Source: an optimization exercise on an open RTL-to-GDS flow (aim: small area). Production flows keep margins and buffers that such runs may drop. Where RTL was checked, it was by simulation tests only, not by an equivalence proof against the original. Power and IR drop assume default switching activity.

==> run P <==
## mesh_xy_hop_and_die_crossing_counter
module mesh_xy_hop_and_die_crossing_counter #(
  parameter int COORD_BITS = mxhd_pkg::COORD_BITS_DEF,
  parameter int TOTAL_BITS = mxhd_pkg::TOTAL_BITS_DEF
) (
  input  logic                              clk,
  input  logic                              rst_n,
  input  logic                              in_valid,
  output logic                              in_stall,
  input  logic                              in_operation,
  input  logic [COORD_BITS-1:0]             in_src_x,
  input  logic [COORD_BITS-1:0]             in_src_y,
  input  logic [COORD_BITS-1:0]             in_dest_x,
  input  logic [COORD_BITS-1:0]             in_dest_y,
  input  logic [mxhd_pkg::VOL_BITS-1:0]     in_volume,
  input  logic                              in_last_dest,
  output logic                              out_valid,
  input  logic                              out_stall,
  output logic [TOTAL_BITS-1:0]             out_onchip_hops_total,
  output logic [TOTAL_BITS-1:0]             out_crossing_hops_total,
  output logic                              out_saturated,
  input  logic                              cfg_valid,
  output logic                              cfg_ready,
  ...
clock: 8.0 ns
lec_check: 0
abc_area: 1
cap_margin: 20
core_margin: 2
core_utilization: 40
slew_margin: 20
standard.sh (not shown) runs the stock make flow with config.mk's settings and CLKGATE_MAP_FILE= SYNTH_SCRIPT=/design/flow/synth_recipe.tcl, a recipe that flattens the netlist after the stock synthesis.
==> flow/flow/run.sh <==
#!/bin/bash
# Standard layout, with each port buffered by the smallest buffer cell and a leaner clock tree.
set -euo pipefail
bash standard.sh "BUFFER_PORTS_ARGS=-buffer_cell sky130_fd_sc_hd__buf_1" \
  "CTS_ARGS=-sink_clustering_enable -repair_clock_nets -buf_list sky130_fd_sc_hd__clkbuf_8 -sink_clustering_size 16 -sink_clustering_max_diameter 100 -dont_use_dummy_load" \
  finish > standard_flow.log 2>&1
==> run H (differences from run P) <==
--- a/flow/design.v
+++ b/flow/design.v
@@ -106,17 +106,17 @@
   output logic                              out_saturated,
   input  logic                              cfg_valid,
   output logic                              cfg_ready,
   input  logic [mxhd_pkg::CFG_IDX_BITS-1:0] cfg_index,
   input  logic [mxhd_pkg::STEP_BITS-1:0]    cfg_data
 );
   localparam int CB = COORD_BITS;
   localparam int TB = mxhd_pkg::TREE_BITS;
-  localparam int UB = 7;
+  localparam int UB = 6;
   localparam int SB = mxhd_pkg::STEP_BITS;
   typedef enum logic [3:0] {
     S_RST   = 4'd0,   
     S_CLEAN = 4'd1,   
     S_IDLE  = 4'd2,
     S_MC    = 4'd3,   
     S_WALK  = 4'd4,
     S_MULT  = 4'd5,
@@ -271,18 +271,17 @@
             wk_y   <= 1'b1;
             wk_run <= 1'b1;
             col1   <= 1'b0;
           end
         end
         S_WALK: begin
           if (p_end) begin
             if (!wk_run) begin
-              if (wk_y) st <= S_MULT;
-              wk_y <= 1'b1;
+              st <= S_MULT;
             end else begin
               st <= S_TADD;
             end
           end
         end
         S_TADD: begin
           if (t_end) begin
             if (!wk_y) begin
@@ -292,17 +291,26 @@
               st   <= last ? S_WALK : S_ACC;
             end else begin
               st   <= S_WALK;
               wk_y <= 1'b0;
             end
           end
         end
         S_MULT:  if (j_end && rest_zero) st <= S_FINAL;
-        S_FINAL: if (k_end) st <= S_ACC;
+        S_FINAL: begin
+          if (k_end) begin
+            if (!op && !wk_y) begin
+              st   <= S_WALK;
+              wk_y <= 1'b1;
+            end else begin
+              st <= S_ACC;
+            end
+          end
+        end
         default: st <= S_IDLE;
       endcase
     end
   end
   wire col1_end = walk && p_end && wk_y && wk_run && col1;
   always_ff @(posedge clk) begin
     if (st == S_MC && !in_run) first_x <= in_dest_x;
     if ((st == S_MC && !in_run) || col1_end) begin
==> flow/flow/run.sh (replaced) <==
#!/bin/bash
# Standard layout with three changes: each port is buffered by the smallest buffer cell, the
# clock tree uses clkbuf_8 without dummy loads, and after the standard synthesis the
# combinational logic is mapped again for area (every flip-flop and tie cell is kept as is).
set -euo pipefail
KNOBS=("BUFFER_PORTS_ARGS=-buffer_cell sky130_fd_sc_hd__buf_1"
  "CTS_ARGS=-sink_clustering_enable -repair_clock_nets -buf_list sky130_fd_sc_hd__clkbuf_16 -sink_clustering_size 32 -sink_clustering_max_diameter 100 -dont_use_dummy_load")
R=orfs/results/${FLOW_PLATFORM:-sky130hd}/mesh_xy_hop_and_die_crossing_counter/base
YOSYS=${FLOW_HOME}/../tools/install/yosys/bin/yosys
LIB=${FLOW_HOME}/platforms/sky130hd/lib/sky130_fd_sc_hd__tt_025C_1v80.lib

bash standard.sh "${KNOBS[@]}" synth > standard_synth.log 2>&1

cp $R/1_2_yosys.v $R/1_2_yosys_standard.v
KEEP=$(grep -o "sky130_fd_sc_hd__[a-z0-9_]*" $R/1_2_yosys_standard.v | sort -u | grep -E "__(df|edf|sdf|sedf|dl|conb)" | tr '\n' ' ')
cat > remap.ys <<EOT
read_liberty -ignore_miss_func $LIB
read_verilog $R/1_2_yosys_standard.v
hierarchy -top $FLOW_TOP
blackbox $KEEP
flatten
techmap
opt
abc -script flow/remap.abc -liberty $LIB -dont_use *lpflow* -dont_use *probe* -dont_use *clkbuf* -dont_use *clkinv* -dont_use *dlygate* -dont_use *dlymetal* -dont_use *clkdly*
rename -hide w:*.*
opt_clean
splitnets
opt_clean
hilomap -singleton -hicell sky130_fd_sc_hd__conb_1 HI -locell sky130_fd_sc_hd__conb_1 LO
insbuf -buf sky130_fd_sc_hd__buf_4 A X
opt_clean
stat -liberty $LIB
write_verilog -noattr -noexpr -nohex -nodec $R/1_2_yosys.v
EOT
$YOSYS -l remap.log -s remap.ys > /dev/null 2>&1
rm -f $R/1_synth.odb $R/1_synth.sdc
touch $R/1_2_yosys.v

bash standard.sh "${KNOBS[@]}" finish > standard_finish.log 2>&1
==> flow/flow/remap.abc (new file) <==
strash
 ifraig
 dc2
 strash
 &get -n
 &dch -f
 &nf -R 1000
 &put
 topo
==> run X (differences from run P) <==
--- a/flow/design.v
+++ b/flow/design.v
@@ -110,26 +110,27 @@
   input  logic [mxhd_pkg::STEP_BITS-1:0]    cfg_data
 );
   localparam int CB = COORD_BITS;
   localparam int TB = mxhd_pkg::TREE_BITS;
   localparam int UB = 7;
   localparam int SB = mxhd_pkg::STEP_BITS;
   typedef enum logic [3:0] {
     S_RST   = 4'd0,   
-    S_CLEAN = 4'd1,   
-    S_IDLE  = 4'd2,
-    S_MC    = 4'd3,   
-    S_WALK  = 4'd4,
-    S_MULT  = 4'd5,
-    S_FINAL = 4'd6,
-    S_ACC   = 4'd7,   
-    S_TADD  = 4'd8    
+    S_IDLE  = 4'd1,
+    S_MC    = 4'd2,   
+    S_WALK  = 4'd3,
+    S_ACC   = 4'd4,   
+    S_TADD  = 4'd5,   
+    S_CLEAN = 4'd8,   
+    S_MULT  = 4'd9,
+    S_FINAL = 4'd10
   } state_t;
-  state_t st;
+  state_t st, st_n;
+  logic   ring_q;     
   logic [SB-1:0] step_x, step_y;
   logic          single_die;
   logic          in_run;
   logic [CB-1:0] first_x, col_x, col_min_y, prev_y;
   logic [TB-1:0] th, tc;           
   logic          th_ovf, tc_ovf;   
   logic [UB-1:0] uh, uc;           
   logic          wk_y, wk_run, col1;
@@ -151,17 +152,17 @@
         end
       endcase
     end
   end
   wire op   = in_operation;
   wire walk = (st == S_WALK);
   wire mult = (st == S_MULT);
   wire tadd = (st == S_TADD);
-  wire rot  = (st == S_CLEAN) || mult || (st == S_FINAL);
+  wire rot  = st[3];
   logic [CB-1:0] ca, cs, cb;
   logic [SB-1:0] s;
   always_comb begin
     cs = wk_y ? in_src_y : in_src_x;
     cb = wk_y ? (wk_run ? prev_y : in_dest_y) : in_dest_x;
     ca = wk_y ? col_min_y : first_x;
     s  = wk_y ? step_y : step_x;
   end
@@ -211,22 +212,19 @@
   always_ff @(posedge clk) begin
     if (shift_all || (shift_sel && !op) || tadd) begin
       uh <= uh >> 1;
       uc <= uc >> 1;
     end else if (walk) begin
       if (ishop) uh <= uh + UB'(1);
       if (iscr) uc <= uc + UB'(1);
     end
-    if (shift_all || (shift_sel && op)) begin
-      th <= th >> 1;
-      tc <= tc >> 1;
-    end else if (tadd) begin
-      th <= {ts_h, th[TB-1:1]};
-      tc <= {ts_c, tc[TB-1:1]};
+    if (ring_q) begin
+      th <= {tadd && ts_h, th[TB-1:1]};
+      tc <= {tadd && ts_c, tc[TB-1:1]};
     end
   end
   always_ff @(posedge clk) begin
     case (st)
       S_WALK: begin
         p <= p + CB'(1);
         r <= (p_end || (r_inc == s)) ? '0 : r_inc;
       end
@@ -241,72 +239,58 @@
       default: begin
         p <= (tadd && !t_end) ? p + CB'(1) : '0;
         r <= '0;
       end
     endcase
   end
   wire new_col = in_run && (in_dest_x != col_x);
   wire last    = in_last_dest;
-  always_ff @(posedge clk) begin
+  always_comb begin
+    st_n = st;
     if (!rst_n) begin
-      st <= S_RST;
+      st_n = S_RST;
     end else begin
       case (st)
-        S_RST:   st <= S_CLEAN;
-        S_CLEAN: if (k_end) st <= S_IDLE;
-        S_IDLE: begin
-          if (in_valid && !out_valid) begin
-            st     <= op ? S_MC : S_WALK;
-            wk_y   <= 1'b0;
-            wk_run <= 1'b0;
-          end
-        end
-        S_MC: begin
-          if (new_col) begin
-            st     <= S_WALK;
-            wk_y   <= 1'b1;
-            wk_run <= 1'b1;
-            col1   <= 1'b1;
-          end else begin
-            st     <= last ? S_WALK : S_ACC;
-            wk_y   <= 1'b1;
-            wk_run <= 1'b1;
-            col1   <= 1'b0;
-          end
-        end
-        S_WALK: begin
-          if (p_end) begin
-            if (!wk_run) begin
-              if (wk_y) st <= S_MULT;
-              wk_y <= 1'b1;
-            end else begin
-              st <= S_TADD;
-            end
-          end
-        end
-        S_TADD: begin
-          if (t_end) begin
-            if (!wk_y) begin
-              st <= S_MULT;
-            end else if (col1) begin
-              col1 <= 1'b0;
-              st   <= last ? S_WALK : S_ACC;
-            end else begin
-              st   <= S_WALK;
-              wk_y <= 1'b0;
-            end
-          end
-        end
-        S_MULT:  if (j_end && rest_zero) st <= S_FINAL;
-        S_FINAL: if (k_end) st <= S_ACC;
-        default: st <= S_IDLE;
+        S_RST:   st_n = S_CLEAN;
+        S_CLEAN: if (k_end) st_n = S_IDLE;
+        S_IDLE:  if (in_valid && !out_valid) st_n = op ? S_MC : S_WALK;
+        S_MC:    st_n = (new_col || last) ? S_WALK : S_ACC;
+        S_WALK:  if (p_end) st_n = !wk_run ? (wk_y ? S_MULT : S_WALK) : S_TADD;
+        S_TADD:  if (t_end) st_n = !wk_y ? S_MULT : ((col1 && !last) ? S_ACC : S_WALK);
+        S_MULT:  if (j_end && rest_zero) st_n = S_FINAL;
+        S_FINAL: if (k_end) st_n = S_ACC;
+        default: st_n = S_IDLE;
       endcase
     end
   end
+  always_ff @(posedge clk) begin
+    st     <= st_n;
+    ring_q <= (st_n == S_TADD) || (st_n == S_CLEAN) || (mult && op && (p == CB'(47)));
+    case (st)
+      S_IDLE: begin
+        wk_y   <= 1'b0;
+        wk_run <= 1'b0;
+      end
+      S_MC: begin
+        wk_y   <= 1'b1;
+        wk_run <= 1'b1;
+        col1   <= new_col;
+      end
+      S_WALK:  if (p_end && !wk_run) wk_y <= 1'b1;
+      S_TADD: begin
+        if (t_end) begin
+          col1 <= 1'b0;
+          if (!col1) wk_y <= 1'b0;
+        end
+      end
+      default: begin
+      end
+    endcase
+  end
   wire col1_end = walk && p_end && wk_y && wk_run && col1;
   always_ff @(posedge clk) begin
     if (st == S_MC && !in_run) first_x <= in_dest_x;
     if ((st == S_MC && !in_run) || col1_end) begin
       col_x     <= in_dest_x;
       col_min_y <= in_dest_y;
     end
     if ((st == S_MC && !new_col) || col1_end) prev_y <= in_dest_y;
==> flow/flow/run.sh (replaced) <==
#!/bin/bash
# Standard layout, with each port buffered by the smallest buffer cell and a leaner clock tree.
set -euo pipefail
bash standard.sh "BUFFER_PORTS_ARGS=-buffer_cell sky130_fd_sc_hd__buf_1" \
  "CTS_ARGS=-sink_clustering_enable -repair_clock_nets -buf_list sky130_fd_sc_hd__clkbuf_8 -sink_clustering_size 16 -sink_clustering_max_diameter 100 -dont_use_dummy_load" \
  REMOVE_ABC_BUFFERS=1 finish > standard_flow.log 2>&1
==> comparison table <==
| quantity | run H | run X | run P |
|---|---|---|---|
| Status | finished clean | finished clean | finished clean |
| Layout cell share with drive strength beyond 1 | 0.0208 | 0.0509 | 0.0435 |
| Number of fill cells in the layout | 1783 | 2081 | 1967 |
| Leak Pwr | 2.98 nW | 3.88 nW | 3.61 nW |
| Power share of the clock group | 0.182 | 0.200 | 0.173 |
| Worst setup margin | 4270 ps | 4880 ps | 4620 ps |
| DRT met1 WL | 7310 um | 9490 um | 8990 um |
| Clk slew on worst S/H paths | 110 ps | 90 ps | 110 ps |
| Flip-flop and latch power | 1.67 mW | 1.52 mW | 1.63 mW |
| Wire length of the first global-routing pass | 24800 um | 31800 um | 28700 um |
| Worst-case setup slack after placement | 3790 ps | 4360 ps | 4360 ps |
| Proportion of synthesized chip area in sequential cells | - | 0.639 | 0.653 |
| Crit path max-delay cell type | sky130_fd_sc_hd__maj3_1 | sky130_fd_sc_hd__ha_1 | sky130_fd_sc_hd__dfxtp_1 |
| Number of rows created at floorplan | 51 | 54 | 53 |
| Met2 wirelength from detailed routing | 7740 um | 8660 um | 8120 um |
| Share of total power in combinational logic | 0.230 | 0.176 | 0.257 |
| Number of unique standard cell types used by synthesis | - | 42 | 45 |
| Switching part of the total power | 0.315 | 0.297 | 0.339 |
| All-layer global routing usage | 0.149 | 0.165 | 0.161 |
| Cell Area, Synth | 7830 um2 | 8950 um2 | 8690 um2 |
Function not checked in run X: the RTL went through the layout flow alone.

afterwards: timing with drivers on the ports:
Ports are ideal in the flow. The routed layouts listed here were re-timed in OpenROAD.
Step 1, drivers: a clkbuf_16 drives clk and a buf_2 each remaining input, both assumed.
Step 2 times the ports against the registers' clock, not the clock port: input delays grow and output delays shrink by t, the midpoint of the rising clock arrivals with the driver on.
Slacks: no drivers / after step 1 / after step 2; pairs: no drivers / after step 1.
run | t (ns) | setup slack, ns | worst setup path at the end | worst register clock-pin slew, ns | worst slew at a driven data input, ns
run P | 0.532 | 4.620 / 4.620 / 4.388 | input to register | 0.11 / 0.11 | 0.05
run H | 0.495 | 4.274 / 4.294 / 3.799 | input to register | 0.11 / 0.11 | 0.06
run X | 0.529 | 4.882 / 4.871 / 4.367 | input to register | 0.11 / 0.11 | 0.05
After both steps every run listed still meets setup and hold. For run X, which loses most, drivers alone change the setup slack by -0.011 ns; drivers and shift together by -0.515 ns.
